Source: an optimization exercise on an open RTL-to-GDS flow (aim: a short achievable clock period and few clock cycles per item). Production flows keep margins and buffers that such runs may drop. In this exercise RTL edits were held to simulation tests only and were not proved equivalent to the original.

$ cat flow/run.sh
#!/bin/bash
# synth_recipe.tcl (not shown) runs the flow's synth.tcl, then flattens the netlist and writes it again
# the make line also repeats each setting of config.mk as NAME=value (left out here)
make -C /OpenROAD-flow-scripts/flow DESIGN_CONFIG=/design/flow/config.mk WORK_HOME=/design/flow/orfs CLKGATE_MAP_FILE= SYNTH_SCRIPT=/design/flow/synth_recipe.tcl finish
$ cat flow/config.mk
export PLATFORM = sky130hd
export DESIGN_NAME = e_mdu
export DESIGN_NICKNAME = e_mdu
export VERILOG_FILES = /design/flow/design.v
export SDC_FILE = /design/flow/constraint.sdc
export NUM_CORES = 4
export LEC_CHECK = 0
export CAP_MARGIN = 20
export CORE_MARGIN = 2
export CORE_UTILIZATION = 40
export SLEW_MARGIN = 20
$ cat flow/constraint.sdc
create_clock -name core_clock -period 75.0 [get_ports {clk}]
set_input_delay 15.0000 -clock core_clock [delete_from_list [all_inputs] [get_ports {clk}]]
set_output_delay 15.0000 -clock core_clock [all_outputs]
set_load 0.01 [all_outputs]
$ cat flow/design.v
package mdu_pkg;
  typedef enum logic [2:0] {
    MDU_NONE  = 3'd0,
    MDU_MULT  = 3'd1,
    MDU_MULTU = 3'd2,
    MDU_DIV   = 3'd3,
    MDU_DIVU  = 3'd4,
    MDU_MTHI  = 3'd5,
    MDU_MTLO  = 3'd6,
    MDU_RSVD  = 3'd7
  } mdu_op_e;
  localparam int unsigned MDU_MULT_CYCLES_DEF = 5;
  localparam int unsigned MDU_DIV_CYCLES_DEF  = 10;
  function automatic logic mdu_is_long(input mdu_op_e op);
    mdu_is_long = (op == MDU_MULT) || (op == MDU_MULTU) ||
                  (op == MDU_DIV)  || (op == MDU_DIVU);
  endfunction
endpackage
import mdu_pkg::*;
module e_mdu
#(
  parameter int unsigned MULT_CYCLES = MDU_MULT_CYCLES_DEF,
  parameter int unsigned DIV_CYCLES  = MDU_DIV_CYCLES_DEF
) (
  input  logic        clk,
  input  logic        reset,
  input  logic        start,
  input  logic [2:0]  mdu_op,
  input  logic [31:0] rs_data,
  input  logic [31:0] rt_data,
  output logic        busy,
  output logic [31:0] HI,
  output logic [31:0] LO
);
  localparam int unsigned MAX_CYCLES = (MULT_CYCLES > DIV_CYCLES) ? MULT_CYCLES : DIV_CYCLES;
  localparam int unsigned CNT_W      = $clog2(MAX_CYCLES + 1);
  localparam logic [CNT_W-1:0] MULT_N = MULT_CYCLES;
  localparam logic [CNT_W-1:0] DIV_N  = DIV_CYCLES;
  localparam logic [CNT_W-1:0] ONE_N  = 1;
  function automatic logic [63:0] mul64(input logic is_signed,
                                        input logic [31:0] a,
                                        input logic [31:0] b);
    logic [63:0] ae;
    logic [63:0] be;
    ae = is_signed ? {{32{a[31]}}, a} : {32'd0, a};
    be = is_signed ? {{32{b[31]}}, b} : {32'd0, b};
    mul64 = ae * be;
  endfunction
  function automatic logic [63:0] div64(input logic is_signed,
                                        input logic [31:0] a,
                                        input logic [31:0] b);
    logic [31:0] ua;
    logic [31:0] ub;
    logic [31:0] q_mag;
    logic [31:0] r_mag;
    logic [31:0] q;
    logic [31:0] r;
    ua    = (is_signed && a[31]) ? (~a + 32'd1) : a;
    ub    = (is_signed && b[31]) ? (~b + 32'd1) : b;
    q_mag = ua / ub;
    r_mag = ua % ub;
    q     = (is_signed && (a[31] ^ b[31])) ? (~q_mag + 32'd1) : q_mag;
    r     = (is_signed && a[31])           ? (~r_mag + 32'd1) : r_mag;
    if (b == 32'd0) begin
      div64 = 64'd0;
    end else begin
      div64 = {r, q};
    end
  endfunction
  logic [2:0]        op_in;
  logic [CNT_W-1:0] cnt_q, cnt_d;
  logic             busy_q, busy_d;
  logic [2:0]        op_q, op_d;
  logic [31:0]      rs_q, rs_d;
  logic [31:0]      rt_q, rt_d;
  logic [31:0]      hi_q, hi_d;
  logic [31:0]      lo_q, lo_d;
  logic [63:0]      prod;
  logic [63:0]      dres;
  assign op_in = mdu_op;
  always_comb begin
    prod = mul64(op_q == MDU_MULT, rs_q, rt_q);
    dres = div64(op_q == MDU_DIV, rs_q, rt_q);
  end
  always_comb begin
    cnt_d = cnt_q;
    op_d  = op_q;
    rs_d  = rs_q;
    rt_d  = rt_q;
    hi_d  = hi_q;
    lo_d  = lo_q;
    if (busy_q) begin
      cnt_d = cnt_q - ONE_N;
      if (cnt_q == ONE_N) begin
        unique case (op_q)
          MDU_MULT, MDU_MULTU: begin
            hi_d = prod[63:32];
            lo_d = prod[31:0];
          end
          MDU_DIV, MDU_DIVU: begin
            if (rt_q != 32'd0) begin
              hi_d = dres[63:32];
              lo_d = dres[31:0];
            end
          end
          default: ;
        endcase
        op_d = MDU_NONE;
      end
    end else if (start) begin
      unique case (op_in)
        MDU_MULT, MDU_MULTU: begin
          cnt_d = MULT_N;
          op_d  = op_in;
          rs_d  = rs_data;
          rt_d  = rt_data;
        end
        MDU_DIV, MDU_DIVU: begin
          cnt_d = DIV_N;
          op_d  = op_in;
          rs_d  = rs_data;
          rt_d  = rt_data;
        end
        MDU_MTHI: hi_d = rs_data;
        MDU_MTLO: lo_d = rs_data;
        default: ;
      endcase
    end
    busy_d = (cnt_d != '0);
  end
  always_ff @(posedge clk) begin
    if (reset) begin
      cnt_q  <= '0;
      busy_q <= 1'b0;
      op_q   <= MDU_NONE;
      rs_q   <= '0;
      rt_q   <= '0;
      hi_q   <= '0;
      lo_q   <= '0;
    end else begin
      cnt_q  <= cnt_d;
      busy_q <= busy_d;
      op_q   <= op_d;
      rs_q   <= rs_d;
      rt_q   <= rt_d;
      hi_q   <= hi_d;
      lo_q   <= lo_d;
    end
  end
  assign busy = busy_q;
  assign HI   = hi_q;
  assign LO   = lo_q;
endmodule
==> impl_metrics.json <==
{
  "fin_cells": 14874,
  "rr_worst_depth": 358,
  "outcome": "finished clean",
  "synthToLayoutAreaGrowth_pct": 17.0,
  "critPathRequiredTime_ps": 75410,
  "rows": 172,
  "layout_common_cells": "inv_1, nand2_1, fa_1",
  "wl_met3_um": 42200,
  "drv_cap": 0,
  "min_from": "lo_q[3]",
  "cts-root-buf": "clkbuf_16",
  "min_to": "lo_q[3]",
  "netlist_area_mm2": 0.0884,
  "dpl.hpwl_um": 339000,
  "dieArea_mm2": 0.225,
  "avgSynthCellArea_um2": 7.98,
  "post-route-period-util": 0.965,
  "io-pin-count": 135,
  "crit_slowest_cell": "a211oi_1",
  "nets": 14232,
  "async_reset_ff_frac": 0,
  "hold_path_class": "reg -> reg",
  "synth_warnings": 1,
  "antenna_found_initial": 27,
  "htreeDepth": 4,
  "grt_max_degree": 80,
  "max_freq_ghz": 0.0138,
  "grt_pass1_wl_um": 618000,
  "io_buffers": 134,
  "synthFlopType": "dfxtp_1",
  "relSlewSlack": 0.150,
  "fin_ws_ps": 2640,
  "wl_per_cell_um": 28.4,
  "r2r-start": "rt_q[0]",
  "ys_ff_latch": 136,
  "final_common_cell": "inv_1",
  "nFillCells": 21785,
  "cp_max_fo": 22,
  "worstHoldPathCells": 2,
  "cts_tree": "done",
  "hold_violations": 0,
  "drive_gt1_frac": 0.153,
  "critPathMaxStageDelay_ps": 620,
  "die_h_um": 474,
  "dpl.cell_count": 14736,
  "tightest_slew_ps": 1270,
  "drv_slew": 0,
  "r2r_end": "lo_q[22]",
  "setup.worst_path.class": "reg -> reg",
  "arrival_ps": 72770,
  "gr-total-overflow": 0,
  "cts_buffers": 17,
  "cts_buffer_depth": 2,
  "synth_edf_count": 0,
  "dr_wl_met2_um": 182000,
  "route.detailed.drc": 0,
  "synth_nets": 13427,
  "syn_inst": 11083,
  "critPathLaunchType": "flop",
  "clkLatencyLatePin_ps": 480,
  "top_layer_used": "met5",
  "coreArea_mm2": 0.220,
  "finalWirelength_um": 423000,
  "cts.sinks": 136,
  "r2r_slack_ps": 2640,
  "cts_hold_buf": 0,
  "drtIter0Drc": 9704,
  "dpl_worst_slack_ps": -3770,
  "finalSetupViolCount": 0,
  "cp-end-kind": "flop",
  "drt_first_pass_iters": 6,
  "ys_seq_area_frac": 0.0308,
  "vias": 89135,
  "antenna_left": 0,
  "period_needed_ps": 72360,
  "grt_use_total": 0.373,
  "dieWidth_um": 474,
  "grt_pass1_vias": 90619,
  "path_clk_slew_ps": 70,
  "synthDistinctLibCells": 122,
  "start_util": 0.402,
  "finClkSkew_ps": 15.8,
  "wl_met1_um": 164000,
  "rsz0062_at_grt": "yes",
  "vias_per_cell": 5.99,
  "path_common_cell": "buf_4",
  "gp_congestion": 1.10,
  "utilization": 0.471
}
==> routing by layer <==
layer  vias up  global-route usage
met3      1364              0.0823
li1      38502                   -
met1     44278               0.477
met4        18               0.244
met2      4973               0.566
met5         -                   0
==> Yosys cell counts, types with 59 or more instances <==
library cell,number,share of area
dfxtp_1,136,0.031
o21a_1,134,0.011
nand4_1,67,0.0047
o31ai_1,59,0.0050
a31oi_1,110,0.0078
a21o_1,199,0.017
fa_1,1442,0.33
a211oi_1,82,0.0070
o211ai_1,118,0.010
clkbuf_1,377,0.016
buf_1,88,0.0037
a21oi_1,689,0.039
xnor2_1,363,0.036
nand2b_1,67,0.0047
nand3_1,181,0.010
o21ai_0,381,0.022
nor3_1,202,0.011
ha_1,832,0.12
and2_1,385,0.027
inv_1,1537,0.065
nor2_1,733,0.031
nand2_1,1538,0.065
xor2_1,222,0.022
and3_1,62,0.0044
or3_1,64,0.0045
==> kinds of logic after synthesis <==
group	share of synthesized area
AOI/OAI and AO/OA	0.178
xor gates and xnor gates	0.0583
adders and majority gates	0.444
buffers and inverters	0.0889
DFF	0.0308
muxes	0.00942
and+or+nand+nor	0.190
==> worst max path at each step <==
| stage | from | endpoint | slack, ps | depth (start not counted) |
|---|---|---|---|---|
| floorplan | rt_q[0] | hi_q[24] | 80 | 359 |
| CTS | rt_q[0] | hi_q[24] | 20 | 344 |
| finish | rt_q[0] | lo_q[22] | 2640 | 358 |
| global route | rt_q[0] | hi_q[30] | -650 | 355 |
| detailed placement | rt_q[8] | lo_q[29] | -3770 | 339 |
| global placement | rt_q[8] | lo_q[29] | -2780 | 340 |
==> per-stage QoR <==
| stage | cell area (um2) | hold WS, ps | TNS [ps] |
|---|---|---|---|
| floorplan | 88600 | 476 | 0 |
| global placement | 100000 | 445 | -108730 |
| detailed placement | 100000 | 448 | -177640 |
| CTS | 101000 | 457 | 0 |
| global route | 103000 | 484 | -18710 |
| finish | 103000 | 456 | 0 |
==> state kept, by name (all words and copies together) (netlist names) <==
| register | flops |
|---|---|
| hi_q | 32 |
| lo_q | 32 |
| rs_q | 32 |
| rt_q | 32 |
| cnt_q | 4 |
| op_q | 3 |
| busy_q | 1 |
==> worst max-delay path, delay by kind of cell (launching register included) <==
family / cells / cell delay, ps
mux: 2 / 530
compound gates: 143 / 28280
xor+xnor: 4 / 1350
fa+ha+maj: 33 / 9480
simple gates: 116 / 22150
buf+inv: 60 / 9830
flops: 1 / 360
==> area by class of cell <==
cell class,instances,area (um2),area share
repair buffers,1303,10500,0.101
well taps,2958,3700,0.0358
clock buffers,19,443,0.00428
inverters,1539,5780,0.0559
multi-input cells,8891,80100,0.774
flip-flops and latches,136,2790,0.0270
diodes,15,37.5,0.000363
clock inverters,13,168,0.00162
==> what timing repair did <==
item | in CTS | in global routing
setup buffers | 12 | 76
resized for setup | 61 | 389
endpoints found under the setup margin | 64 | 64
cloned | 1 | 2
pin swaps | 7 | 89
Testbench counts, summed over its fixed seeds: cycles 56,075, items 8,000.

## separate check: timing with driven ports
No port has a modelled driver above. Below, the same layout with a new extraction and two added sets of constraints.
Step 1 sets driving cells, clkbuf_16 on the clock port and buf_2 on the other inputs (assumed; they add their load-dependent delay and slew).
Step 2 also shifts input and output timing later by t, the mid clock arrival at the registers, as if the neighbouring blocks saw the same clock.
Three values: ideal, step 1, step 2; two values: the first two.
t, ns: 0.546
slack for setup (ns): 2.637 / 2.637 / 2.637
worst data-port slew with drivers (ns): 0.25
After both steps setup and hold are still met in this run. The setup slack of this run moves by 0.000 ns with the drivers and by 0.000 ns with both steps.
